Source: an optimization exercise on an open RTL-to-GDS flow (aim: small area, a short achievable clock period and few clock cycles per item). Production flows keep margins and buffers that such runs may drop.
Only simulation tests tie the RTL to the original design; equivalence was not proved.
No activity file was given, so power comes from the tool's default toggle rates.

==> config.mk <==
export PLATFORM = sky130hd
export DESIGN_NAME = matvec3
export DESIGN_NICKNAME = matvec3
export VERILOG_FILES = /design/flow/design.v
export SDC_FILE = /design/flow/constraint.sdc
export NUM_CORES = 4
export LEC_CHECK = 0
export CAP_MARGIN = 20
export CORE_MARGIN = 2
export CORE_UTILIZATION = 40
export SLEW_MARGIN = 20
==> constraint.sdc <==
create_clock -name core_clock -period 8.5 [get_ports {clk}]
set_input_delay 1.7000 -clock core_clock [delete_from_list [all_inputs] [get_ports {clk}]]
set_output_delay 1.7000 -clock core_clock [all_outputs]
set_load 0.01 [all_outputs]
==> design.v <==
package matvec_dims_pkg;
    localparam int MAT_DIM   = 3;
    localparam int MAT_WORDS = MAT_DIM * MAT_DIM;
    localparam int JOB_WORDS = MAT_WORDS + MAT_DIM;    
    localparam int SAMPLE_W = 14;
    localparam int ACC_W    = 2 * SAMPLE_W;            
    typedef logic signed [SAMPLE_W-1:0] sample_t;
    typedef logic signed [ACC_W-1:0] acc_t;
    typedef logic [3:0] w_addr_t;                      
    typedef logic [1:0] x_addr_t;                      
    typedef logic [3:0] load_count_t;
endpackage
package matvec_ctrl_pkg;
    typedef enum logic [1:0] {
        LOAD    = 2'd0,
        ISSUE   = 2'd1,
        DRAIN   = 2'd2,
        PRESENT = 2'd3
    } seq_state_t;
    localparam int READ_LATENCY = 1;
endpackage
`timescale 1ns/1ps
module mac_unit (
    input  logic [13:0] a,        
    input  logic [6:0]  one,      
    input  logic [6:0]  two,      
    input  logic [6:0]  neg,      
    input  logic        v,        
    input  logic [27:0] acc_s,    
    input  logic [27:0] acc_c,
    output logic [27:0] s,        
    output logic [27:0] c
);
    logic pp0_0;
    logic pp0_1;
    logic pp0_2;
    logic pp0_3;
    logic pp0_4;
    logic pp0_5;
    logic pp0_6;
    logic pp0_7;
    logic pp0_8;
    logic pp0_9;
    logic pp0_10;
    logic pp0_11;
    logic pp0_12;
    logic pp0_13;
    logic pp0_14;
    logic pp1_0;
    logic pp1_1;
    logic pp1_2;
    logic pp1_3;
    logic pp1_4;
    logic pp1_5;
    logic pp1_6;
    logic pp1_7;
    logic pp1_8;
    logic pp1_9;
    logic pp1_10;
    logic pp1_11;
    logic pp1_12;
    logic pp1_13;
    logic pp1_14;
    logic pp2_0;
    logic pp2_1;
    logic pp2_2;
    logic pp2_3;
    logic pp2_4;
    logic pp2_5;
    logic pp2_6;
    logic pp2_7;
    logic pp2_8;
    logic pp2_9;
    logic pp2_10;
    logic pp2_11;
    logic pp2_12;
    logic pp2_13;
    logic pp2_14;
    logic pp3_0;
    logic pp3_1;
    logic pp3_2;
    logic pp3_3;
    logic pp3_4;
    logic pp3_5;
    logic pp3_6;
    logic pp3_7;
    logic pp3_8;
    logic pp3_9;
    logic pp3_10;
    logic pp3_11;
    logic pp3_12;
    logic pp3_13;
    logic pp3_14;
    logic pp4_0;
    logic pp4_1;
    logic pp4_2;
    logic pp4_3;
    logic pp4_4;
    logic pp4_5;
    logic pp4_6;
    logic pp4_7;
    logic pp4_8;
    logic pp4_9;
    logic pp4_10;
    logic pp4_11;
    logic pp4_12;
    logic pp4_13;
    logic pp4_14;
    logic pp5_0;
    logic pp5_1;
    logic pp5_2;
    logic pp5_3;
    logic pp5_4;
    logic pp5_5;
    logic pp5_6;
    logic pp5_7;
    logic pp5_8;
    logic pp5_9;
    logic pp5_10;
    logic pp5_11;
    logic pp5_12;
    logic pp5_13;
    logic pp5_14;
    logic pp6_0;
    logic pp6_1;
    logic pp6_2;
    logic pp6_3;
    logic pp6_4;
    logic pp6_5;
    logic pp6_6;
    logic pp6_7;
    logic pp6_8;
    logic pp6_9;
    logic pp6_10;
    logic pp6_11;
    logic pp6_12;
    logic pp6_13;
    logic pp6_14;
    logic hs0;
    logic hc0;
    logic hs1;
    logic hc1;
    logic hs2;
    logic hc2;
    logic hs3;
    logic hc3;
    logic hs4;
    logic hc4;
    logic fs5;
    logic fc5;
    logic hs6;
    logic hc6;
    logic fs7;
    logic fc7;
    logic hs8;
    logic hc8;
    logic fs9;
    logic fc9;
    logic fs10;
    logic fc10;
    logic hs11;
    logic hc11;
    logic fs12;
    logic fc12;
    logic fs13;
    logic fc13;
    logic hs14;
    logic hc14;
    logic fs15;
    logic fc15;
    logic fs16;
    logic fc16;
    logic fs17;
    logic fc17;
    logic fs18;
    logic fc18;
    logic fs19;
    logic fc19;
    logic fs20;
    logic fc20;
    logic fs21;
    logic fc21;
    logic fs22;
    logic fc22;
    logic fs23;
    logic fc23;
    logic fs24;
    logic fc24;
    logic fs25;
    logic fc25;
    logic fs26;
    logic fc26;
    logic fs27;
    logic fc27;
    logic fs28;
    logic fc28;
    logic hs29;
    logic hc29;
    logic fs30;
    logic fc30;
    logic fs31;
    logic fc31;
    logic fs32;
    logic fc32;
    logic hs33;
    logic hc33;
    logic fs34;
    logic fc34;
    logic hs35;
    logic hc35;
    logic hs36;
    logic hc36;
    logic hs37;
    logic hc37;
    logic fs38;
    logic fc38;
    logic hs39;
    logic hc39;
    logic fs40;
    logic fc40;
    logic hs41;
    logic hc41;
    logic fs42;
    logic fc42;
    logic fs43;
    logic fc43;
    logic fs44;
    logic fc44;
    logic fs45;
    logic fc45;
    logic fs46;
    logic fc46;
    logic fs47;
    logic fc47;
    logic fs48;
    logic fc48;
    logic fs49;
    logic fc49;
    logic fs50;
    logic fc50;
    logic fs51;
    logic fc51;
    logic fs52;
    logic fc52;
    logic fs53;
    logic fc53;
    logic fs54;
    logic fc54;
    logic fs55;
    logic fc55;
    logic fs56;
    logic fc56;
    logic fs57;
    logic fc57;
    logic fs58;
    logic fc58;
    logic fs59;
    logic fc59;
    logic fs60;
    logic fc60;
    logic fs61;
    logic fc61;
    logic fs62;
    logic fc62;
    logic fs63;
    logic fc63;
    logic fs64;
    logic fc64;
    logic fs65;
    logic fc65;
    logic fs66;
    logic fc66;
    logic fs67;
    logic fc67;
    logic fs68;
    logic fc68;
    logic fs69;
    logic fc69;
    logic fs70;
    logic fc70;
    logic fs71;
    logic fc71;
    logic fs72;
    logic fc72;
    logic fs73;
    logic fc73;
    logic fs74;
    logic fc74;
    logic hs75;
    logic hc75;
    logic fs76;
    logic fc76;
    logic hs77;
    logic hc77;
    logic hs78;
    logic hc78;
    logic hs79;
    logic hc79;
    logic fs80;
    logic fc80;
    logic fs81;
    logic fc81;
    logic fs82;
    logic fc82;
    logic fs83;
    logic fc83;
    logic fs84;
    logic fc84;
    logic fs85;
    logic fc85;
    logic fs86;
    logic fc86;
    logic fs87;
    logic fc87;
    logic fs88;
    logic fc88;
    logic fs89;
    logic fc89;
    logic fs90;
    logic fc90;
    logic fs91;
    logic fc91;
    logic fs92;
    logic fc92;
    logic fs93;
    logic fc93;
    logic fs94;
    logic fc94;
    logic fs95;
    logic fc95;
    logic fs96;
    logic fc96;
    logic fs97;
    logic fc97;
    logic fs98;
    logic fc98;
    logic fs99;
    logic fc99;
    logic fs100;
    logic fc100;
    logic fs101;
    logic fc101;
    logic fs102;
    logic fc102;
    logic fs103;
    logic fc103;
    logic hs104;
    logic hc104;
    logic hs105;
    logic hc105;
    logic fs106;
    logic fc106;
    logic fs107;
    logic fc107;
    logic fs108;
    logic fc108;
    logic fs109;
    logic fc109;
    logic fs110;
    logic fc110;
    logic fs111;
    logic fc111;
    logic fs112;
    logic fc112;
    logic fs113;
    logic fc113;
    logic fs114;
    logic fc114;
    logic fs115;
    logic fc115;
    logic fs116;
    logic fc116;
    logic fs117;
    logic fc117;
    logic fs118;
    logic fc118;
    logic fs119;
    logic fc119;
    logic fs120;
    logic fc120;
    logic fs121;
    logic fc121;
    logic fs122;
    logic fc122;
    logic fs123;
    logic fc123;
    logic fs124;
    logic fc124;
    logic fs125;
    logic fc125;
    logic fs126;
    logic fc126;
    logic fs127;
    logic fc127;
    logic fs128;
    logic fc128;
    logic fs129;
    logic fc129;
    logic fs130;
    logic fc130;
    logic fs131;
    logic fc131;
    logic fs132;
    logic fc132;
    assign pp0_0 = neg[0] ^ ((one[0] & a[0]) | (two[0] & 1'b0));
    assign pp0_1 = neg[0] ^ ((one[0] & a[1]) | (two[0] & a[0]));
    assign pp0_2 = neg[0] ^ ((one[0] & a[2]) | (two[0] & a[1]));
    assign pp0_3 = neg[0] ^ ((one[0] & a[3]) | (two[0] & a[2]));
    assign pp0_4 = neg[0] ^ ((one[0] & a[4]) | (two[0] & a[3]));
    assign pp0_5 = neg[0] ^ ((one[0] & a[5]) | (two[0] & a[4]));
    assign pp0_6 = neg[0] ^ ((one[0] & a[6]) | (two[0] & a[5]));
    assign pp0_7 = neg[0] ^ ((one[0] & a[7]) | (two[0] & a[6]));
    assign pp0_8 = neg[0] ^ ((one[0] & a[8]) | (two[0] & a[7]));
    assign pp0_9 = neg[0] ^ ((one[0] & a[9]) | (two[0] & a[8]));
    assign pp0_10 = neg[0] ^ ((one[0] & a[10]) | (two[0] & a[9]));
    assign pp0_11 = neg[0] ^ ((one[0] & a[11]) | (two[0] & a[10]));
    assign pp0_12 = neg[0] ^ ((one[0] & a[12]) | (two[0] & a[11]));
    assign pp0_13 = neg[0] ^ ((one[0] & a[13]) | (two[0] & a[12]));
    assign pp0_14 = v & ~(neg[0] ^ ((one[0] & a[13]) | (two[0] & a[13])));    
    assign pp1_0 = neg[1] ^ ((one[1] & a[0]) | (two[1] & 1'b0));
    assign pp1_1 = neg[1] ^ ((one[1] & a[1]) | (two[1] & a[0]));
    assign pp1_2 = neg[1] ^ ((one[1] & a[2]) | (two[1] & a[1]));
    assign pp1_3 = neg[1] ^ ((one[1] & a[3]) | (two[1] & a[2]));
    assign pp1_4 = neg[1] ^ ((one[1] & a[4]) | (two[1] & a[3]));
    assign pp1_5 = neg[1] ^ ((one[1] & a[5]) | (two[1] & a[4]));
    assign pp1_6 = neg[1] ^ ((one[1] & a[6]) | (two[1] & a[5]));
    assign pp1_7 = neg[1] ^ ((one[1] & a[7]) | (two[1] & a[6]));
    assign pp1_8 = neg[1] ^ ((one[1] & a[8]) | (two[1] & a[7]));
    assign pp1_9 = neg[1] ^ ((one[1] & a[9]) | (two[1] & a[8]));
    assign pp1_10 = neg[1] ^ ((one[1] & a[10]) | (two[1] & a[9]));
    assign pp1_11 = neg[1] ^ ((one[1] & a[11]) | (two[1] & a[10]));
    assign pp1_12 = neg[1] ^ ((one[1] & a[12]) | (two[1] & a[11]));
    assign pp1_13 = neg[1] ^ ((one[1] & a[13]) | (two[1] & a[12]));
    assign pp1_14 = v & ~(neg[1] ^ ((one[1] & a[13]) | (two[1] & a[13])));    
    assign pp2_0 = neg[2] ^ ((one[2] & a[0]) | (two[2] & 1'b0));
    assign pp2_1 = neg[2] ^ ((one[2] & a[1]) | (two[2] & a[0]));
    assign pp2_2 = neg[2] ^ ((one[2] & a[2]) | (two[2] & a[1]));
    assign pp2_3 = neg[2] ^ ((one[2] & a[3]) | (two[2] & a[2]));
    assign pp2_4 = neg[2] ^ ((one[2] & a[4]) | (two[2] & a[3]));
    assign pp2_5 = neg[2] ^ ((one[2] & a[5]) | (two[2] & a[4]));
    assign pp2_6 = neg[2] ^ ((one[2] & a[6]) | (two[2] & a[5]));
    assign pp2_7 = neg[2] ^ ((one[2] & a[7]) | (two[2] & a[6]));
    assign pp2_8 = neg[2] ^ ((one[2] & a[8]) | (two[2] & a[7]));
    assign pp2_9 = neg[2] ^ ((one[2] & a[9]) | (two[2] & a[8]));
    assign pp2_10 = neg[2] ^ ((one[2] & a[10]) | (two[2] & a[9]));
    assign pp2_11 = neg[2] ^ ((one[2] & a[11]) | (two[2] & a[10]));
    assign pp2_12 = neg[2] ^ ((one[2] & a[12]) | (two[2] & a[11]));
    assign pp2_13 = neg[2] ^ ((one[2] & a[13]) | (two[2] & a[12]));
    assign pp2_14 = v & ~(neg[2] ^ ((one[2] & a[13]) | (two[2] & a[13])));    
    assign pp3_0 = neg[3] ^ ((one[3] & a[0]) | (two[3] & 1'b0));
    assign pp3_1 = neg[3] ^ ((one[3] & a[1]) | (two[3] & a[0]));
    assign pp3_2 = neg[3] ^ ((one[3] & a[2]) | (two[3] & a[1]));
    assign pp3_3 = neg[3] ^ ((one[3] & a[3]) | (two[3] & a[2]));
    assign pp3_4 = neg[3] ^ ((one[3] & a[4]) | (two[3] & a[3]));
    assign pp3_5 = neg[3] ^ ((one[3] & a[5]) | (two[3] & a[4]));
    assign pp3_6 = neg[3] ^ ((one[3] & a[6]) | (two[3] & a[5]));
    assign pp3_7 = neg[3] ^ ((one[3] & a[7]) | (two[3] & a[6]));
    assign pp3_8 = neg[3] ^ ((one[3] & a[8]) | (two[3] & a[7]));
    assign pp3_9 = neg[3] ^ ((one[3] & a[9]) | (two[3] & a[8]));
    assign pp3_10 = neg[3] ^ ((one[3] & a[10]) | (two[3] & a[9]));
    assign pp3_11 = neg[3] ^ ((one[3] & a[11]) | (two[3] & a[10]));
    assign pp3_12 = neg[3] ^ ((one[3] & a[12]) | (two[3] & a[11]));
    assign pp3_13 = neg[3] ^ ((one[3] & a[13]) | (two[3] & a[12]));
    assign pp3_14 = v & ~(neg[3] ^ ((one[3] & a[13]) | (two[3] & a[13])));    
    assign pp4_0 = neg[4] ^ ((one[4] & a[0]) | (two[4] & 1'b0));
    assign pp4_1 = neg[4] ^ ((one[4] & a[1]) | (two[4] & a[0]));
    assign pp4_2 = neg[4] ^ ((one[4] & a[2]) | (two[4] & a[1]));
    assign pp4_3 = neg[4] ^ ((one[4] & a[3]) | (two[4] & a[2]));
    assign pp4_4 = neg[4] ^ ((one[4] & a[4]) | (two[4] & a[3]));
    assign pp4_5 = neg[4] ^ ((one[4] & a[5]) | (two[4] & a[4]));
    assign pp4_6 = neg[4] ^ ((one[4] & a[6]) | (two[4] & a[5]));
    assign pp4_7 = neg[4] ^ ((one[4] & a[7]) | (two[4] & a[6]));
    assign pp4_8 = neg[4] ^ ((one[4] & a[8]) | (two[4] & a[7]));
    assign pp4_9 = neg[4] ^ ((one[4] & a[9]) | (two[4] & a[8]));
    assign pp4_10 = neg[4] ^ ((one[4] & a[10]) | (two[4] & a[9]));
    assign pp4_11 = neg[4] ^ ((one[4] & a[11]) | (two[4] & a[10]));
    assign pp4_12 = neg[4] ^ ((one[4] & a[12]) | (two[4] & a[11]));
    assign pp4_13 = neg[4] ^ ((one[4] & a[13]) | (two[4] & a[12]));
    assign pp4_14 = v & ~(neg[4] ^ ((one[4] & a[13]) | (two[4] & a[13])));    
    assign pp5_0 = neg[5] ^ ((one[5] & a[0]) | (two[5] & 1'b0));
    assign pp5_1 = neg[5] ^ ((one[5] & a[1]) | (two[5] & a[0]));
    assign pp5_2 = neg[5] ^ ((one[5] & a[2]) | (two[5] & a[1]));
    assign pp5_3 = neg[5] ^ ((one[5] & a[3]) | (two[5] & a[2]));
    assign pp5_4 = neg[5] ^ ((one[5] & a[4]) | (two[5] & a[3]));
    assign pp5_5 = neg[5] ^ ((one[5] & a[5]) | (two[5] & a[4]));
    assign pp5_6 = neg[5] ^ ((one[5] & a[6]) | (two[5] & a[5]));
    assign pp5_7 = neg[5] ^ ((one[5] & a[7]) | (two[5] & a[6]));
    assign pp5_8 = neg[5] ^ ((one[5] & a[8]) | (two[5] & a[7]));
    assign pp5_9 = neg[5] ^ ((one[5] & a[9]) | (two[5] & a[8]));
    assign pp5_10 = neg[5] ^ ((one[5] & a[10]) | (two[5] & a[9]));
    assign pp5_11 = neg[5] ^ ((one[5] & a[11]) | (two[5] & a[10]));
    assign pp5_12 = neg[5] ^ ((one[5] & a[12]) | (two[5] & a[11]));
    assign pp5_13 = neg[5] ^ ((one[5] & a[13]) | (two[5] & a[12]));
    assign pp5_14 = v & ~(neg[5] ^ ((one[5] & a[13]) | (two[5] & a[13])));    
    assign pp6_0 = neg[6] ^ ((one[6] & a[0]) | (two[6] & 1'b0));
    assign pp6_1 = neg[6] ^ ((one[6] & a[1]) | (two[6] & a[0]));
    assign pp6_2 = neg[6] ^ ((one[6] & a[2]) | (two[6] & a[1]));
    assign pp6_3 = neg[6] ^ ((one[6] & a[3]) | (two[6] & a[2]));
    assign pp6_4 = neg[6] ^ ((one[6] & a[4]) | (two[6] & a[3]));
    assign pp6_5 = neg[6] ^ ((one[6] & a[5]) | (two[6] & a[4]));
    assign pp6_6 = neg[6] ^ ((one[6] & a[6]) | (two[6] & a[5]));
    assign pp6_7 = neg[6] ^ ((one[6] & a[7]) | (two[6] & a[6]));
    assign pp6_8 = neg[6] ^ ((one[6] & a[8]) | (two[6] & a[7]));
    assign pp6_9 = neg[6] ^ ((one[6] & a[9]) | (two[6] & a[8]));
    assign pp6_10 = neg[6] ^ ((one[6] & a[10]) | (two[6] & a[9]));
    assign pp6_11 = neg[6] ^ ((one[6] & a[11]) | (two[6] & a[10]));
    assign pp6_12 = neg[6] ^ ((one[6] & a[12]) | (two[6] & a[11]));
    assign pp6_13 = neg[6] ^ ((one[6] & a[13]) | (two[6] & a[12]));
    assign pp6_14 = v & ~(neg[6] ^ ((one[6] & a[13]) | (two[6] & a[13])));    
    assign hs0 = neg[6] ^ acc_c[12];
    assign hc0 = neg[6] & acc_c[12];
    assign hs1 = acc_c[13] ^ acc_s[13];
    assign hc1 = acc_c[13] & acc_s[13];
    assign hs2 = acc_c[14] ^ acc_s[14];
    assign hc2 = acc_c[14] & acc_s[14];
    assign hs3 = neg[3] ^ acc_c[6];
    assign hc3 = neg[3] & acc_c[6];
    assign hs4 = acc_c[7] ^ acc_s[7];
    assign hc4 = acc_c[7] & acc_s[7];
    assign fs5 = neg[4] ^ acc_c[8] ^ acc_s[8];
    assign fc5 = (neg[4] & acc_c[8]) | (neg[4] & acc_s[8]) | (acc_c[8] & acc_s[8]);
    assign hs6 = pp0_8 ^ pp1_6;
    assign hc6 = pp0_8 & pp1_6;
    assign fs7 = acc_c[9] ^ acc_s[9] ^ pp0_9;
    assign fc7 = (acc_c[9] & acc_s[9]) | (acc_c[9] & pp0_9) | (acc_s[9] & pp0_9);
    assign hs8 = pp1_7 ^ pp2_5;
    assign hc8 = pp1_7 & pp2_5;
    assign fs9 = neg[5] ^ acc_c[10] ^ acc_s[10];
    assign fc9 = (neg[5] & acc_c[10]) | (neg[5] & acc_s[10]) | (acc_c[10] & acc_s[10]);
    assign fs10 = pp0_10 ^ pp1_8 ^ pp2_6;
    assign fc10 = (pp0_10 & pp1_8) | (pp0_10 & pp2_6) | (pp1_8 & pp2_6);
    assign hs11 = pp3_4 ^ pp4_2;
    assign hc11 = pp3_4 & pp4_2;
    assign fs12 = acc_c[11] ^ acc_s[11] ^ pp0_11;
    assign fc12 = (acc_c[11] & acc_s[11]) | (acc_c[11] & pp0_11) | (acc_s[11] & pp0_11);
    assign fs13 = pp1_9 ^ pp2_7 ^ pp3_5;
    assign fc13 = (pp1_9 & pp2_7) | (pp1_9 & pp3_5) | (pp2_7 & pp3_5);
    assign hs14 = pp4_3 ^ pp5_1;
    assign hc14 = pp4_3 & pp5_1;
    assign fs15 = acc_s[12] ^ hs0 ^ pp0_12;
    assign fc15 = (acc_s[12] & hs0) | (acc_s[12] & pp0_12) | (hs0 & pp0_12);
    assign fs16 = pp1_10 ^ pp2_8 ^ pp3_6;
    assign fc16 = (pp1_10 & pp2_8) | (pp1_10 & pp3_6) | (pp2_8 & pp3_6);
    assign fs17 = pp4_4 ^ pp5_2 ^ pp6_0;
    assign fc17 = (pp4_4 & pp5_2) | (pp4_4 & pp6_0) | (pp5_2 & pp6_0);
    assign fs18 = hc0 ^ hs1 ^ pp0_13;
    assign fc18 = (hc0 & hs1) | (hc0 & pp0_13) | (hs1 & pp0_13);
    assign fs19 = pp1_11 ^ pp2_9 ^ pp3_7;
    assign fc19 = (pp1_11 & pp2_9) | (pp1_11 & pp3_7) | (pp2_9 & pp3_7);
    assign fs20 = pp4_5 ^ pp5_3 ^ pp6_1;
    assign fc20 = (pp4_5 & pp5_3) | (pp4_5 & pp6_1) | (pp5_3 & pp6_1);
    assign fs21 = hc1 ^ hs2 ^ pp0_14;
    assign fc21 = (hc1 & hs2) | (hc1 & pp0_14) | (hs2 & pp0_14);
    assign fs22 = pp1_12 ^ pp2_10 ^ pp3_8;
    assign fc22 = (pp1_12 & pp2_10) | (pp1_12 & pp3_8) | (pp2_10 & pp3_8);
    assign fs23 = pp4_6 ^ pp5_4 ^ pp6_2;
    assign fc23 = (pp4_6 & pp5_4) | (pp4_6 & pp6_2) | (pp5_4 & pp6_2);
    assign fs24 = acc_c[15] ^ acc_s[15] ^ hc2;
    assign fc24 = (acc_c[15] & acc_s[15]) | (acc_c[15] & hc2) | (acc_s[15] & hc2);
    assign fs25 = pp1_13 ^ pp2_11 ^ pp3_9;
    assign fc25 = (pp1_13 & pp2_11) | (pp1_13 & pp3_9) | (pp2_11 & pp3_9);
    assign fs26 = pp4_7 ^ pp5_5 ^ pp6_3;
    assign fc26 = (pp4_7 & pp5_5) | (pp4_7 & pp6_3) | (pp5_5 & pp6_3);
    assign fs27 = acc_c[16] ^ acc_s[16] ^ pp1_14;
    assign fc27 = (acc_c[16] & acc_s[16]) | (acc_c[16] & pp1_14) | (acc_s[16] & pp1_14);
    assign fs28 = pp2_12 ^ pp3_10 ^ pp4_8;
    assign fc28 = (pp2_12 & pp3_10) | (pp2_12 & pp4_8) | (pp3_10 & pp4_8);
    assign hs29 = pp5_6 ^ pp6_4;
    assign hc29 = pp5_6 & pp6_4;
    assign fs30 = acc_c[17] ^ acc_s[17] ^ pp2_13;
    assign fc30 = (acc_c[17] & acc_s[17]) | (acc_c[17] & pp2_13) | (acc_s[17] & pp2_13);
    assign fs31 = pp3_11 ^ pp4_9 ^ pp5_7;
    assign fc31 = (pp3_11 & pp4_9) | (pp3_11 & pp5_7) | (pp4_9 & pp5_7);
    assign fs32 = acc_c[18] ^ acc_s[18] ^ pp2_14;
    assign fc32 = (acc_c[18] & acc_s[18]) | (acc_c[18] & pp2_14) | (acc_s[18] & pp2_14);
    assign hs33 = pp3_12 ^ pp4_10;
    assign hc33 = pp3_12 & pp4_10;
    assign fs34 = acc_c[19] ^ acc_s[19] ^ pp3_13;
    assign fc34 = (acc_c[19] & acc_s[19]) | (acc_c[19] & pp3_13) | (acc_s[19] & pp3_13);
    assign hs35 = acc_c[20] ^ acc_s[20];
    assign hc35 = acc_c[20] & acc_s[20];
    assign hs36 = neg[1] ^ acc_c[2];
    assign hc36 = neg[1] & acc_c[2];
    assign hs37 = acc_c[3] ^ acc_s[3];
    assign hc37 = acc_c[3] & acc_s[3];
    assign fs38 = neg[2] ^ acc_c[4] ^ acc_s[4];
    assign fc38 = (neg[2] & acc_c[4]) | (neg[2] & acc_s[4]) | (acc_c[4] & acc_s[4]);
    assign hs39 = pp0_4 ^ pp1_2;
    assign hc39 = pp0_4 & pp1_2;
    assign fs40 = acc_c[5] ^ acc_s[5] ^ pp0_5;
    assign fc40 = (acc_c[5] & acc_s[5]) | (acc_c[5] & pp0_5) | (acc_s[5] & pp0_5);
    assign hs41 = pp1_3 ^ pp2_1;
    assign hc41 = pp1_3 & pp2_1;
    assign fs42 = acc_s[6] ^ hs3 ^ pp0_6;
    assign fc42 = (acc_s[6] & hs3) | (acc_s[6] & pp0_6) | (hs3 & pp0_6);
    assign fs43 = pp1_4 ^ pp2_2 ^ pp3_0;
    assign fc43 = (pp1_4 & pp2_2) | (pp1_4 & pp3_0) | (pp2_2 & pp3_0);
    assign fs44 = hc3 ^ hs4 ^ pp0_7;
    assign fc44 = (hc3 & hs4) | (hc3 & pp0_7) | (hs4 & pp0_7);
    assign fs45 = pp1_5 ^ pp2_3 ^ pp3_1;
    assign fc45 = (pp1_5 & pp2_3) | (pp1_5 & pp3_1) | (pp2_3 & pp3_1);
    assign fs46 = hc4 ^ pp2_4 ^ pp3_2;
    assign fc46 = (hc4 & pp2_4) | (hc4 & pp3_2) | (pp2_4 & pp3_2);
    assign fs47 = pp4_0 ^ fs5 ^ hs6;
    assign fc47 = (pp4_0 & fs5) | (pp4_0 & hs6) | (fs5 & hs6);
    assign fs48 = pp3_3 ^ pp4_1 ^ fc5;
    assign fc48 = (pp3_3 & pp4_1) | (pp3_3 & fc5) | (pp4_1 & fc5);
    assign fs49 = hc6 ^ hs8 ^ fs7;
    assign fc49 = (hc6 & hs8) | (hc6 & fs7) | (hs8 & fs7);
    assign fs50 = pp5_0 ^ fs9 ^ hc8;
    assign fc50 = (pp5_0 & fs9) | (pp5_0 & hc8) | (fs9 & hc8);
    assign fs51 = hs11 ^ fc7 ^ fs10;
    assign fc51 = (hs11 & fc7) | (hs11 & fs10) | (fc7 & fs10);
    assign fs52 = fc9 ^ hc11 ^ hs14;
    assign fc52 = (fc9 & hc11) | (fc9 & hs14) | (hc11 & hs14);
    assign fs53 = fc10 ^ fs12 ^ fs13;
    assign fc53 = (fc10 & fs12) | (fc10 & fs13) | (fs12 & fs13);
    assign fs54 = hc14 ^ fc12 ^ fc13;
    assign fc54 = (hc14 & fc12) | (hc14 & fc13) | (fc12 & fc13);
    assign fs55 = fs15 ^ fs16 ^ fs17;
    assign fc55 = (fs15 & fs16) | (fs15 & fs17) | (fs16 & fs17);
    assign fs56 = fc15 ^ fc16 ^ fc17;
    assign fc56 = (fc15 & fc16) | (fc15 & fc17) | (fc16 & fc17);
    assign fs57 = fs18 ^ fs19 ^ fs20;
    assign fc57 = (fs18 & fs19) | (fs18 & fs20) | (fs19 & fs20);
    assign fs58 = fc18 ^ fc19 ^ fc20;
    assign fc58 = (fc18 & fc19) | (fc18 & fc20) | (fc19 & fc20);
    assign fs59 = fs21 ^ fs22 ^ fs23;
    assign fc59 = (fs21 & fs22) | (fs21 & fs23) | (fs22 & fs23);
    assign fs60 = fc21 ^ fc22 ^ fc23;
    assign fc60 = (fc21 & fc22) | (fc21 & fc23) | (fc22 & fc23);
    assign fs61 = fs24 ^ fs25 ^ fs26;
    assign fc61 = (fs24 & fs25) | (fs24 & fs26) | (fs25 & fs26);
    assign fs62 = hs29 ^ fc24 ^ fc25;
    assign fc62 = (hs29 & fc24) | (hs29 & fc25) | (fc24 & fc25);
    assign fs63 = fc26 ^ fs27 ^ fs28;
    assign fc63 = (fc26 & fs27) | (fc26 & fs28) | (fs27 & fs28);
    assign fs64 = pp6_5 ^ hc29 ^ fc27;
    assign fc64 = (pp6_5 & hc29) | (pp6_5 & fc27) | (hc29 & fc27);
    assign fs65 = fc28 ^ fs30 ^ fs31;
    assign fc65 = (fc28 & fs30) | (fc28 & fs31) | (fs30 & fs31);
    assign fs66 = pp5_8 ^ pp6_6 ^ hs33;
    assign fc66 = (pp5_8 & pp6_6) | (pp5_8 & hs33) | (pp6_6 & hs33);
    assign fs67 = fc30 ^ fc31 ^ fs32;
    assign fc67 = (fc30 & fc31) | (fc30 & fs32) | (fc31 & fs32);
    assign fs68 = pp4_11 ^ pp5_9 ^ pp6_7;
    assign fc68 = (pp4_11 & pp5_9) | (pp4_11 & pp6_7) | (pp5_9 & pp6_7);
    assign fs69 = hc33 ^ fc32 ^ fs34;
    assign fc69 = (hc33 & fc32) | (hc33 & fs34) | (fc32 & fs34);
    assign fs70 = hs35 ^ pp3_14 ^ pp4_12;
    assign fc70 = (hs35 & pp3_14) | (hs35 & pp4_12) | (pp3_14 & pp4_12);
    assign fs71 = pp5_10 ^ pp6_8 ^ fc34;
    assign fc71 = (pp5_10 & pp6_8) | (pp5_10 & fc34) | (pp6_8 & fc34);
    assign fs72 = acc_c[21] ^ acc_s[21] ^ hc35;
    assign fc72 = (acc_c[21] & acc_s[21]) | (acc_c[21] & hc35) | (acc_s[21] & hc35);
    assign fs73 = pp4_13 ^ pp5_11 ^ pp6_9;
    assign fc73 = (pp4_13 & pp5_11) | (pp4_13 & pp6_9) | (pp5_11 & pp6_9);
    assign fs74 = acc_c[22] ^ acc_s[22] ^ pp4_14;
    assign fc74 = (acc_c[22] & acc_s[22]) | (acc_c[22] & pp4_14) | (acc_s[22] & pp4_14);
    assign hs75 = pp5_12 ^ pp6_10;
    assign hc75 = pp5_12 & pp6_10;
    assign fs76 = acc_c[23] ^ acc_s[23] ^ pp5_13;
    assign fc76 = (acc_c[23] & acc_s[23]) | (acc_c[23] & pp5_13) | (acc_s[23] & pp5_13);
    assign hs77 = acc_c[24] ^ acc_s[24];
    assign hc77 = acc_c[24] & acc_s[24];
    assign hs78 = neg[0] ^ acc_c[0];
    assign hc78 = neg[0] & acc_c[0];
    assign hs79 = acc_c[1] ^ acc_s[1];
    assign hc79 = acc_c[1] & acc_s[1];
    assign fs80 = acc_s[2] ^ hs36 ^ pp0_2;
    assign fc80 = (acc_s[2] & hs36) | (acc_s[2] & pp0_2) | (hs36 & pp0_2);
    assign fs81 = hc36 ^ hs37 ^ pp0_3;
    assign fc81 = (hc36 & hs37) | (hc36 & pp0_3) | (hs37 & pp0_3);
    assign fs82 = hc37 ^ pp2_0 ^ fs38;
    assign fc82 = (hc37 & pp2_0) | (hc37 & fs38) | (pp2_0 & fs38);
    assign fs83 = fc38 ^ hc39 ^ hs41;
    assign fc83 = (fc38 & hc39) | (fc38 & hs41) | (hc39 & hs41);
    assign fs84 = hc41 ^ fc40 ^ fs42;
    assign fc84 = (hc41 & fc40) | (hc41 & fs42) | (fc40 & fs42);
    assign fs85 = fc42 ^ fc43 ^ fs44;
    assign fc85 = (fc42 & fc43) | (fc42 & fs44) | (fc43 & fs44);
    assign fs86 = fc44 ^ fc45 ^ fs46;
    assign fc86 = (fc44 & fc45) | (fc44 & fs46) | (fc45 & fs46);
    assign fs87 = fc46 ^ fs48 ^ fc47;
    assign fc87 = (fc46 & fs48) | (fc46 & fc47) | (fs48 & fc47);
    assign fs88 = fc48 ^ fs50 ^ fc49;
    assign fc88 = (fc48 & fs50) | (fc48 & fc49) | (fs50 & fc49);
    assign fs89 = fc50 ^ fs52 ^ fc51;
    assign fc89 = (fc50 & fs52) | (fc50 & fc51) | (fs52 & fc51);
    assign fs90 = fc52 ^ fc53 ^ fs54;
    assign fc90 = (fc52 & fc53) | (fc52 & fs54) | (fc53 & fs54);
    assign fs91 = fc54 ^ fc55 ^ fs56;
    assign fc91 = (fc54 & fc55) | (fc54 & fs56) | (fc55 & fs56);
    assign fs92 = fc56 ^ fc57 ^ fs58;
    assign fc92 = (fc56 & fc57) | (fc56 & fs58) | (fc57 & fs58);
    assign fs93 = fc58 ^ fc59 ^ fs60;
    assign fc93 = (fc58 & fc59) | (fc58 & fs60) | (fc59 & fs60);
    assign fs94 = fc60 ^ fc61 ^ fs62;
    assign fc94 = (fc60 & fc61) | (fc60 & fs62) | (fc61 & fs62);
    assign fs95 = fc62 ^ fc63 ^ fs64;
    assign fc95 = (fc62 & fc63) | (fc62 & fs64) | (fc63 & fs64);
    assign fs96 = fs66 ^ fc64 ^ fc65;
    assign fc96 = (fs66 & fc64) | (fs66 & fc65) | (fc64 & fc65);
    assign fs97 = fs68 ^ fc66 ^ fc67;
    assign fc97 = (fs68 & fc66) | (fs68 & fc67) | (fc66 & fc67);
    assign fs98 = fc68 ^ fs70 ^ fc69;
    assign fc98 = (fc68 & fs70) | (fc68 & fc69) | (fs70 & fc69);
    assign fs99 = fc70 ^ fs72 ^ fs73;
    assign fc99 = (fc70 & fs72) | (fc70 & fs73) | (fs72 & fs73);
    assign fs100 = hs75 ^ fc72 ^ fc73;
    assign fc100 = (hs75 & fc72) | (hs75 & fc73) | (fc72 & fc73);
    assign fs101 = pp6_11 ^ hc75 ^ fc74;
    assign fc101 = (pp6_11 & hc75) | (pp6_11 & fc74) | (hc75 & fc74);
    assign fs102 = hs77 ^ pp5_14 ^ pp6_12;
    assign fc102 = (hs77 & pp5_14) | (hs77 & pp6_12) | (pp5_14 & pp6_12);
    assign fs103 = acc_c[25] ^ acc_s[25] ^ hc77;
    assign fc103 = (acc_c[25] & acc_s[25]) | (acc_c[25] & hc77) | (acc_s[25] & hc77);
    assign hs104 = acc_c[26] ^ acc_s[26];
    assign hc104 = acc_c[26] & acc_s[26];
    assign hs105 = acc_s[0] ^ hs78;
    assign hc105 = acc_s[0] & hs78;
    assign fs106 = hc78 ^ hs79 ^ pp0_1;
    assign fc106 = (hc78 & hs79) | (hc78 & pp0_1) | (hs79 & pp0_1);
    assign fs107 = hc79 ^ pp1_0 ^ fs80;
    assign fc107 = (hc79 & pp1_0) | (hc79 & fs80) | (pp1_0 & fs80);
    assign fs108 = pp1_1 ^ fc80 ^ fs81;
    assign fc108 = (pp1_1 & fc80) | (pp1_1 & fs81) | (fc80 & fs81);
    assign fs109 = hs39 ^ fc81 ^ fs82;
    assign fc109 = (hs39 & fc81) | (hs39 & fs82) | (fc81 & fs82);
    assign fs110 = fs40 ^ fc82 ^ fs83;
    assign fc110 = (fs40 & fc82) | (fs40 & fs83) | (fc82 & fs83);
    assign fs111 = fs43 ^ fc83 ^ fs84;
    assign fc111 = (fs43 & fc83) | (fs43 & fs84) | (fc83 & fs84);
    assign fs112 = fs45 ^ fc84 ^ fs85;
    assign fc112 = (fs45 & fc84) | (fs45 & fs85) | (fc84 & fs85);
    assign fs113 = fs47 ^ fc85 ^ fs86;
    assign fc113 = (fs47 & fc85) | (fs47 & fs86) | (fc85 & fs86);
    assign fs114 = fc86 ^ fs49 ^ fs87;
    assign fc114 = (fc86 & fs49) | (fc86 & fs87) | (fs49 & fs87);
    assign fs115 = fs51 ^ fc87 ^ fs88;
    assign fc115 = (fs51 & fc87) | (fs51 & fs88) | (fc87 & fs88);
    assign fs116 = fs53 ^ fc88 ^ fs89;
    assign fc116 = (fs53 & fc88) | (fs53 & fs89) | (fc88 & fs89);
    assign fs117 = fs55 ^ fc89 ^ fs90;
    assign fc117 = (fs55 & fc89) | (fs55 & fs90) | (fc89 & fs90);
    assign fs118 = fs57 ^ fc90 ^ fs91;
    assign fc118 = (fs57 & fc90) | (fs57 & fs91) | (fc90 & fs91);
    assign fs119 = fs59 ^ fc91 ^ fs92;
    assign fc119 = (fs59 & fc91) | (fs59 & fs92) | (fc91 & fs92);
    assign fs120 = fs61 ^ fc92 ^ fs93;
    assign fc120 = (fs61 & fc92) | (fs61 & fs93) | (fc92 & fs93);
    assign fs121 = fs63 ^ fc93 ^ fs94;
    assign fc121 = (fs63 & fc93) | (fs63 & fs94) | (fc93 & fs94);
    assign fs122 = fs65 ^ fc94 ^ fs95;
    assign fc122 = (fs65 & fc94) | (fs65 & fs95) | (fc94 & fs95);
    assign fs123 = fs67 ^ fc95 ^ fs96;
    assign fc123 = (fs67 & fc95) | (fs67 & fs96) | (fc95 & fs96);
    assign fs124 = fs69 ^ fc96 ^ fs97;
    assign fc124 = (fs69 & fc96) | (fs69 & fs97) | (fc96 & fs97);
    assign fs125 = fs71 ^ fc97 ^ fs98;
    assign fc125 = (fs71 & fc97) | (fs71 & fs98) | (fc97 & fs98);
    assign fs126 = fc71 ^ fs99 ^ fc98;
    assign fc126 = (fc71 & fs99) | (fc71 & fc98) | (fs99 & fc98);
    assign fs127 = fs74 ^ fc99 ^ fs100;
    assign fc127 = (fs74 & fc99) | (fs74 & fs100) | (fc99 & fs100);
    assign fs128 = fs76 ^ fc100 ^ fs101;
    assign fc128 = (fs76 & fc100) | (fs76 & fs101) | (fc100 & fs101);
    assign fs129 = fc76 ^ fs102 ^ fc101;
    assign fc129 = (fc76 & fs102) | (fc76 & fc101) | (fs102 & fc101);
    assign fs130 = pp6_13 ^ fc102 ^ fs103;
    assign fc130 = (pp6_13 & fc102) | (pp6_13 & fs103) | (fc102 & fs103);
    assign fs131 = hs104 ^ pp6_14 ^ fc103;
    assign fc131 = (hs104 & pp6_14) | (hs104 & fc103) | (pp6_14 & fc103);
    assign fs132 = acc_c[27] ^ acc_s[27] ^ hc104;
    assign fc132 = (acc_c[27] & acc_s[27]) | (acc_c[27] & hc104) | (acc_s[27] & hc104);
    assign s[0] = pp0_0;
    assign c[0] = hs105;
    assign s[1] = hc105;
    assign c[1] = fs106;
    assign s[2] = fc106;
    assign c[2] = fs107;
    assign s[3] = fc107;
    assign c[3] = fs108;
    assign s[4] = fc108;
    assign c[4] = fs109;
    assign s[5] = fc109;
    assign c[5] = fs110;
    assign s[6] = fc110;
    assign c[6] = fs111;
    assign s[7] = fc111;
    assign c[7] = fs112;
    assign s[8] = fc112;
    assign c[8] = fs113;
    assign s[9] = fc113;
    assign c[9] = fs114;
    assign s[10] = fc114;
    assign c[10] = fs115;
    assign s[11] = fc115;
    assign c[11] = fs116;
    assign s[12] = fc116;
    assign c[12] = fs117;
    assign s[13] = fc117;
    assign c[13] = fs118;
    assign s[14] = fc118;
    assign c[14] = fs119;
    assign s[15] = fc119;
    assign c[15] = fs120;
    assign s[16] = fc120;
    assign c[16] = fs121;
    assign s[17] = fc121;
    assign c[17] = fs122;
    assign s[18] = fc122;
    assign c[18] = fs123;
    assign s[19] = fc123;
    assign c[19] = fs124;
    assign s[20] = fc124;
    assign c[20] = fs125;
    assign s[21] = fc125;
    assign c[21] = fs126;
    assign s[22] = fs127;
    assign c[22] = fc126;
    assign s[23] = fc127;
    assign c[23] = fs128;
    assign s[24] = fc128;
    assign c[24] = fs129;
    assign s[25] = fs130;
    assign c[25] = fc129;
    assign s[26] = fc130;
    assign c[26] = fs131;
    assign s[27] = fs132;
    assign c[27] = fc131;
endmodule
`timescale 1ns/1ps
module matvec3 (
    input  logic                     clk,
    input  logic                     reset,
    input  logic                     input_valid,
    output logic                     input_ready,
    input  matvec_dims_pkg::sample_t input_data,
    output logic                     output_valid,
    input  logic                     output_ready,
    output matvec_dims_pkg::acc_t    output_data
);
    typedef matvec_dims_pkg::sample_t sample_t;
    typedef matvec_dims_pkg::acc_t    acc_t;
    logic        in_fire;
    logic        wr_v;           
    sample_t     wr_d;
    logic [3:0]  ph;
    sample_t     ring [0:11];
    logic [3:0]  lp;             
    logic        ahead;          
    logic [1:0]  cr, ck;         
    logic [3:0]  cp;             
    logic [2:0]  xv;             
    logic        ready_q;
    logic [6:0]  one_q, two_q, neg_q;    
    logic        m_v, m_first, m_last;
    acc_t        acc_s, acc_c;   
    acc_t        sum_s, sum_c;
    logic        acc_done;       
    acc_t        out_q;
    logic        out_v;
    logic        issue;
    logic        transfer;
    assign input_ready  = ready_q;
    assign output_valid = out_v;
    assign output_data  = out_q;
    assign in_fire  = input_valid && ready_q;
    assign transfer = acc_done && !out_v;
    logic [3:0] ph_issue;
    assign ph_issue = (cp >= 4'd2) ? cp - 4'd2 : cp + 4'd10;
    assign issue = (ph == ph_issue) && xv[ck] && ((ck != 2'd0) || !out_v);
    logic [3:0] ph_n;
    logic [1:0] cr_n, ck_n;
    logic [3:0] cp_n;
    logic       cp_wrap;
    logic [3:0] lp_inc;
    logic       ahead_f, ahead_nf;
    logic       rdy_f, rdy_nf;
    function automatic logic slot_free(input logic ahd, input logic [3:0] w, input logic [3:0] c);
        if (!ahd)
            slot_free = 1'b1;
        else if (w < 4'd9)
            slot_free = (c > w);
        else
            slot_free = (c > w - 4'd3);
    endfunction
    always_comb begin
        ph_n    = (ph == 4'd11) ? 4'd0 : ph + 4'd1;
        cp_wrap = issue && (cp == 4'd8);
        cr_n    = cr;
        ck_n    = ck;
        cp_n    = cp;
        if (issue) begin
            cp_n = cp_wrap ? 4'd0 : cp + 4'd1;
            if (ck == 2'd2) begin
                ck_n = 2'd0;
                cr_n = (cr == 2'd2) ? 2'd0 : cr + 2'd1;
            end else begin
                ck_n = ck + 2'd1;
            end
        end
        lp_inc   = (lp == 4'd11) ? 4'd0 : lp + 4'd1;
        ahead_f  = (lp == 4'd11) ? 1'b1 : (cp_wrap ? 1'b0 : ahead);
        ahead_nf = cp_wrap ? 1'b0 : ahead;
        rdy_f    = slot_free(ahead_f, lp_inc, cp_n);                          
        rdy_nf   = (ph_n == ((lp == 4'd0) ? 4'd11 : lp - 4'd1)) && slot_free(ahead_nf, lp, cp_n);
    end
    always_ff @(posedge clk) begin
        if (reset) begin
            wr_v     <= 1'b0;
            ph       <= 4'd11;
            lp       <= '0;
            ahead    <= 1'b0;
            cr       <= '0;
            ck       <= '0;
            cp       <= '0;
            xv       <= '0;
            ready_q  <= 1'b1;
            m_v      <= 1'b0;
            acc_done <= 1'b0;
            out_v    <= 1'b0;
        end else begin
            wr_v    <= in_fire;
            ph      <= ph_n;
            lp      <= in_fire ? lp_inc : lp;
            ahead   <= in_fire ? ahead_f : ahead_nf;
            ready_q <= in_fire ? rdy_f : rdy_nf;
            cr      <= cr_n;
            ck      <= ck_n;
            cp      <= cp_n;
            for (int k = 0; k < 3; k++) begin
                if (wr_v && ph == 4'(9 + k))
                    xv[k] <= 1'b1;
                else if (issue && cr == 2'd2 && ck == 2'(k))
                    xv[k] <= 1'b0;
            end
            m_v <= issue;
            if (m_v && m_last)
                acc_done <= 1'b1;
            else if (transfer)
                acc_done <= 1'b0;
            if (transfer)
                out_v <= 1'b1;
            else if (output_ready)
                out_v <= 1'b0;
        end
    end
    sample_t    x_op;
    logic [6:0] x_lo;            
    always_comb begin
        case (cr)
            2'd0:    x_op = ring[0];
            2'd1:    x_op = ring[3];
            default: x_op = ring[6];
        endcase
    end
    assign x_lo = {x_op[11], x_op[9], x_op[7], x_op[5], x_op[3], x_op[1], 1'b0};
    always_ff @(posedge clk) begin
        wr_d    <= input_data;
        ring[0] <= wr_v ? wr_d : ring[11];
        for (int i = 1; i < 12; i++)
            ring[i] <= ring[i-1];
        for (int i = 0; i < 7; i++) begin
            one_q[i] <= issue && (x_op[2*i] ^ x_lo[i]);
            two_q[i] <= issue && ((x_op[2*i+1] && !x_op[2*i] && !x_lo[i]) ||
                                  (!x_op[2*i+1] && x_op[2*i] && x_lo[i]));
            neg_q[i] <= issue && x_op[2*i+1];
        end
        m_first <= issue && (ck == 2'd0);
        m_last  <= issue && (ck == 2'd2);
        acc_s <= sum_s;
        acc_c <= sum_c;
        if (transfer)
            out_q <= acc_s + acc_c;
    end
    mac_unit mac_unit_i (
        .a     (ring[10]),
        .one   (one_q),
        .two   (two_q),
        .neg   (neg_q),
        .v     (m_v),
        .acc_s (m_first ? acc_t'(28'h0004000) : acc_s),
        .acc_c (m_first ? acc_t'(0) : acc_c),
        .s     (sum_s),
        .c     (sum_c)
    );
endmodule
==> run.sh <==
#!/bin/bash
# synth_recipe.tcl (not shown) runs the flow's synth.tcl, then flattens the netlist and writes it again
# the make line also repeats each setting of config.mk as NAME=value (left out here)
make -C /OpenROAD-flow-scripts/flow DESIGN_CONFIG=/design/flow/config.mk WORK_HOME=/design/flow/orfs CLKGATE_MAP_FILE= SYNTH_SCRIPT=/design/flow/synth_recipe.tcl finish
==> metrics.cfg, run 1 <==
[power]
power.density_mw_per_mm2=224
leakagePower_uw=0.00707
ir_worst_vdd_mv=0.120

[sta]
tns_ns=0
fin_crit_ns=3.66
slew_headroom_pct=31.2
worst_slew_pin_slew_ns=1.03
skew_ns=0.0135
fin_crit_sh_pct=43.1
fmax_mhz=273
rsz0062_at_grt=no
setup_violations=0
hold_viol_final=0
slew_violations=0

[place]
io_buffers=47
dp_cells=1822
hpwlAfterDp_mm=21.2
place.gp.congestion=0.842

[grt]
grt_pass1_vias=9546
grt_max_degree=56
grt_usage_pct=15.7
grt_pass1_wl_mm=49.4
overflow=0
antenna_found_initial=0

[synthesis]
synth-xor-area-share_pct=8.35
synth_compound_area_share_pct=11.4
synth_top_family_by_area=adder cells
synth-seq-cells=314
synthTopCellsByArea=dfxtp_1, fa_1, ha_1
synthDominantCellAreaShare_pct=38.2
seq_area_frac_synth_pct=43.8
synth_warnings=3
synth_cell_types=60
synth_flop_cell=dfxtp_1
synth_edf_count=28
synthesis.nets=1572
muxShareOfSynthArea_pct=2.40
yosys.area.top_type=dfxtp_1
synth-simple-area-share_pct=8.60
syn_area_per_cell_sq_um=10.9
synthArstFlopShare_pct=0
synthAdderAreaFrac_pct=20.8
syn_inst=1371
syn_area_sq_mm=0.0150

[worst_hold_path]
min_path_cells=0
min_to=ring[3][11]
hold_path.class=reg -> reg
min_from=ring[2][11]

[floorplanning]
fp.dieW_microns=198
core_area_sq_mm=0.0368
die_h_microns=198
num_rows=70
initial_core_util_pct=40.8
die-area_sq_mm=0.0391
ios=48

[clock_network]
cts_max_level=2
cts_setup_buffers=0
path_clk_slew_ns=0.06
holdBufCountCts=0
cts_buffer_depth=3
clk-insertion-delay-late_ns=0.52
cts_sinks=314
clockRootBuffer=clkbuf_16
numCtsBuffers=34
cts_tree=done
cts_resized=0

[routing]
highest_layer=met4
wl_met2_mm=13.0
detail-route-antenna-nets=0
wl_per_cell_microns=15.5
wl_met1_mm=14.3
viasPerCell=4.95
drt-total-wl_mm=29.2
drcViolationCount=0
initialDrtViolationCount=493
vias=9316
detail_route.first_pass.iterations=5
dr_wl_met3_mm=1.44

[critical_path]
cp_top_family=compound AO/OA/AOI/OAI gates
slowest_stage=dfxtp_1
critPathKind=reg -> reg
path_max_fanout=6
crit_top_cell=ha_1
path_buf_inv=1
rrSetupSlack_ns=4.84
max_stage_delay_ns=0.43
r2r-end=ready_q
crit_arrival_ns=4.05
r2r-start=cp[0]
end_kind=register
r2r_cells=14
setup.worst_path.start_class=register
worstPathCellList=inv_1 -> ha_1 -> nor4_1 -> xnor2_1 -> nand3_1 -> or2_1 -> nor2_1 -> mux2_2 -> ha_1 -> o32a_1 -> a211o_1 -> a31o_2 -> a21oi_1 -> o311ai_2
cp.required_ns=8.89

[layout]
drive_gt1_share_pct=6.22
layout_common_cells=dfxtp_1, inv_1, fa_1
final_common_cell=dfxtp_1
final_nets=1591
syn_to_final_growth_pct=13.1
fin_cells=1883
diodes=0

[run]
drv_cap=0

[run_status]
outcome=finished clean

[registers in the layout, summed over array words and instances (netlist names), 7 cells and up]
register and cells:
one_q 7, ring 168, acc_c 28, two_q 7
acc_s 28, neg_q 7, out_q 28, wr_d 14
[synthesized netlist by cell type (all sizes together), types with 5 or more instances]
library cell,number
and2,10
dfxtp,286
nor2b,45
mux2i,18
o21a,11
xnor2,82
nand2,50
a31oi,6
fa,111
o21ai,32
a21oi,62
a211oi,5
mux2,16
xor2,61
nand3,11
buf,5
inv,118
a22oi,93
ha,72
nand2b,22
clkbuf,64
and3,6
nor2,78
edfxtp,28
nor3,14
a21o,9
[cell families (layout without fill, tap and decap cells)]
family / count (synthesis) / in the layout
AND/OR/NAND/NOR: 259 / 259
buffers and inverters: 187 / 231
adder cells (fa/ha/maj): 183 / 183
flip-flops: 314 / 314
multiplexers: 34 / 34
AO/OA/AOI/OAI: 251 / 251
XOR/XNOR: 143 / 143
[cell type report]
type | count | area, sq um
Fill cell | 3393 | 19800
Multi-Input combinational cell | 870 | 7740
Sequential cell | 314 | 6570
Clock buffer | 45 | 965
Tap cell | 468 | 586
Timing Repair Buffer | 52 | 508
Inverter | 118 | 443
Clock inverter | 16 | 163
[per-layer routing]
metal | GRT usage [%] | up-vias
li1 | - | 4616
met1 | 21.9 | 4477
met2 | 24.6 | 181
met3 | 3.02 | 42
met4 | 5.26 | 0
met5 | 0 | -
[where the power goes]
group          switching [uW]  total [uW]  internal, uW
Clock                     588        1460           870
Combinational             294         537           243
Sequential                118        1800          1680
Total                    1000        3800          2790
[worst max-delay path by stage]
stage               startpoint       to  slack [ns]  depth (start not counted)
finish                   cp[0]  ready_q        4.84                         14
global route             cp[0]  ready_q        4.52                         14
CTS                      cp[1]  ready_q        4.84                         14
detailed placement       cp[1]  ready_q        4.87                         14
global placement         cp[0]  ready_q        5.00                         14
floorplan                cp[0]  ready_q        5.08                         15
[metrics by stage]
| step | instance area [sq um] | utilization, % | setup WS, ns | total power (uW) | hold WS, ns |
|---|---|---|---|---|---|
| finish | 17000 | 46.1 | 4.84 | 3800 | 0.318 |
| global route | 17000 | 46.1 | 4.52 | 4020 | 0.321 |
| global placement | 15800 | 43.1 | 5.00 | 2350 | 0.310 |
| CTS | 17000 | 46.1 | 4.84 | 3850 | 0.319 |
| floorplan | 15000 | - | 5.08 | 2220 | 0.310 |
| detailed placement | 15800 | 43.1 | 4.87 | 2370 | 0.312 |
Testbench counts, summed over its fixed seeds: cycles 4,696, jobs 384.
==> run 2: changes to the inputs <==
--- a/config.mk
+++ b/config.mk
@@ -5,6 +5,7 @@
 export SDC_FILE = /design/flow/constraint.sdc
 export NUM_CORES = 4
 export LEC_CHECK = 0
+export ABC_CLOCK_PERIOD_IN_PS = 3000
 export CAP_MARGIN = 20
 export CORE_MARGIN = 2
 export CORE_UTILIZATION = 40
==> run 2 against run 1 <==
Critical endpoint unchanged. Wire length unchanged. Hold slack unchanged. Clock skew unchanged. Still clean on timing, DRC and antenna.
==> metrics.cfg, run 2 <==
[synthesis]
syn_inst=1371
yosysMostFrequentCell=dfxtp_1
synth_flop_cell=dfxtp_1
seq_area_frac_synth_pct=43.8
synth_cell_types=60
syn_area_sq_mm=0.0150
synth-simple-area-share_pct=8.60
yosys.area.top_type=dfxtp_1
synthArstFlopShare_pct=0
synthDominantCellAreaShare_pct=38.2
synthesis.nets=1572
synth_warnings=3
synth_edf_count=28
synth_compound_area_share_pct=11.4
muxShareOfSynthArea_pct=2.40
synth_top_family_by_area=adder cells
synthTopCellsByArea=dfxtp_1, fa_1, ha_1
synth-seq-cells=314
synthAdderAreaFrac_pct=20.8
ys_top_cells_by_count=dfxtp_1, inv_1, fa_1, a22oi_1, xnor2_1
syn_area_per_cell_sq_um=10.9
synth-xor-area-share_pct=8.35

[layout]
final_nets=1591
final_util_pct=46.1
drive_gt1_share_pct=6.22
layout_common_cells=dfxtp_1, inv_1, fa_1
syn_to_final_growth_pct=13.1
largest_reg_flops=168
final_common_cell=dfxtp_1
diodes=0
top_register=ring

[clock_network]
holdBufCountCts=0
clockRootBuffer=clkbuf_16
numCtsBuffers=34
cts_setup_buffers=0
cts_resized=0
cts_max_level=2
cts_buffer_depth=3
cts_sinks=314
path_clk_slew_ns=0.06
clk-insertion-delay-late_ns=0.52
cts_tree=done

[sta]
setup_violations=0
worst_slew_pin_slew_ns=1.03
fin_crit_sh_pct=43.1
rsz0062_at_grt=no
slew_headroom_pct=31.2
fin_crit_ns=3.66
tns_ns=0
fmax_mhz=273
slew_violations=0
skew_ns=0.0135
hold_viol_final=0

[critical_path]
path_max_fanout=6
end_kind=register
cp.required_ns=8.89
critPathKind=reg -> reg
crit_arrival_ns=4.05
setup.worst_path.start_class=register

[routing]
viasPerCell=4.95
initialDrtViolationCount=493
wl_per_cell_microns=15.5
drcViolationCount=0
vias=9316
wl_met2_mm=13.0
detail_route.first_pass.iterations=5
wl_met1_mm=14.3
detail-route-antenna-nets=0
drt-total-wl_mm=29.2
dr_wl_met3_mm=1.44
highest_layer=met4

[place]
io_buffers=47
place.gp.congestion=0.842
hpwlAfterDp_mm=21.2

[floorplanning]
fp.dieW_microns=198
die-area_sq_mm=0.0391
initial_core_util_pct=40.8
core_area_sq_mm=0.0368
ios=48
die_h_microns=198
num_rows=70

[power]
netSwitchingFraction_pct=26.4
power.total_uw=3800
power.density_mw_per_mm2=224
p_int_uw=2790
leakagePower_uw=0.00707
netSwitchingPower_uw=1000
combPwrFrac_pct=14.2
pwr-share-seq_pct=47.4
clock_power_share_pct=38.4
ir_worst_vdd_mv=0.120

[grt]
grt_max_degree=56
grt_usage_pct=15.7
antenna_found_initial=0
grt_pass1_wl_mm=49.4
grt_pass1_vias=9546
overflow=0

[run]
drv_cap=0

[run_status]
outcome=finished clean

[worst_hold_path]
hold_path.class=reg -> reg

run 2: cell counts after synthesis:
Identical to the previous run, type by type.
run 2: kinds of logic after synthesis:
group / count (synthesis)
buffers and inverters: 187
DFF: 314
muxes: 34
AOI/OAI and AO/OA: 251
and+or+nand+nor: 259
adders and majority gates: 183
xor gates and xnor gates: 143
run 2: area by class of cell:
class,count,area [sq um]
inverters,118,443
well taps,468,586
clock buffers,45,965
clock inverters,16,163
fillers,3393,19800
flip-flops and latches,314,6570
repair buffers,52,508
multi-input cells,870,7740
run 2: routing by layer:
layer / up-vias / GRT usage (%)
li1: 4616 / -
met4: 0 / 5.26
met1: 4477 / 21.9
met2: 181 / 24.6
met3: 42 / 3.02
met5: - / 0
run 2: power groups by stage:
stage	Clock, uW	Sequential, uW	Combinational, uW
after floorplan	0	1770	457
after global placement	0	1820	527
after detailed placement	0	1830	541
after CTS	1510	1800	547
after global routing	1560	1820	636
final	1460	1800	537
run 2: per-stage QoR:
step / setup WS, ns / hold WS (ns) / cell area (sq um) / cells
after detailed placement: 4.87 / 0.312 / 15800 / 1822
after global routing: 4.52 / 0.321 / 17000 / 1883
after CTS: 4.84 / 0.319 / 17000 / 1883
final: 4.84 / 0.318 / 17000 / 1883
after floorplan: 5.08 / 0.310 / 15000 / 1371
after global placement: 5.00 / 0.310 / 15800 / 1822
run 2: final timing paths:
path / slack, ns / from / end / cells past startpoint
worst max register to register: 4.84 / cp[0] / ready_q / 14
worst max-delay path: 4.84 / cp[0] / ready_q / 14
worst min register to register: 0.32 / ring[2][11] / ring[3][11] / 0
worst min-delay path: 0.32 / ring[2][11] / ring[3][11] / 0
run 2: worst max-delay path, stage by stage (launching register included):
cell	delay, ns
dfxtp_1	0.43
inv_1	0.12
ha_1	0.25
nor4_1	0.34
xnor2_1	0.19
nand3_1	0.19
or2_1	0.30
nor2_1	0.10
mux2_2	0.41
ha_1	0.24
o32a_1	0.16
a211o_1	0.30
a31o_2	0.20
a21oi_1	0.18
o311ai_2	0.12

-- afterwards: timing with drivers on the ports --
The results above use ideal ports. As a check the final layouts listed here were re-extracted and re-timed, cells and wires unchanged. Step 1, drivers: a clkbuf_16 drives clk and a buf_2 each remaining input, both assumed. Step 2, shift: input delay + t, output delay - t, t = (earliest + latest rising clock arrival at the registers) / 2. This alone moves slack from input paths to output paths. Three values: ideal ports, drivers, drivers and shift; two values: the first two.
| run | t (ns) | slack for setup (ns) | worst setup path at the end | slew at the worst register clock pin (ns) |
|---|---|---|---|---|
| run 1 | 0.568 | 4.840 / 4.840 / 4.840 | register to register | 0.06 / 0.06 |
| run 2 | 0.568 | 4.840 / 4.840 / 4.840 | register to register | 0.06 / 0.06 |
After both steps setup and hold are still met in every run listed.
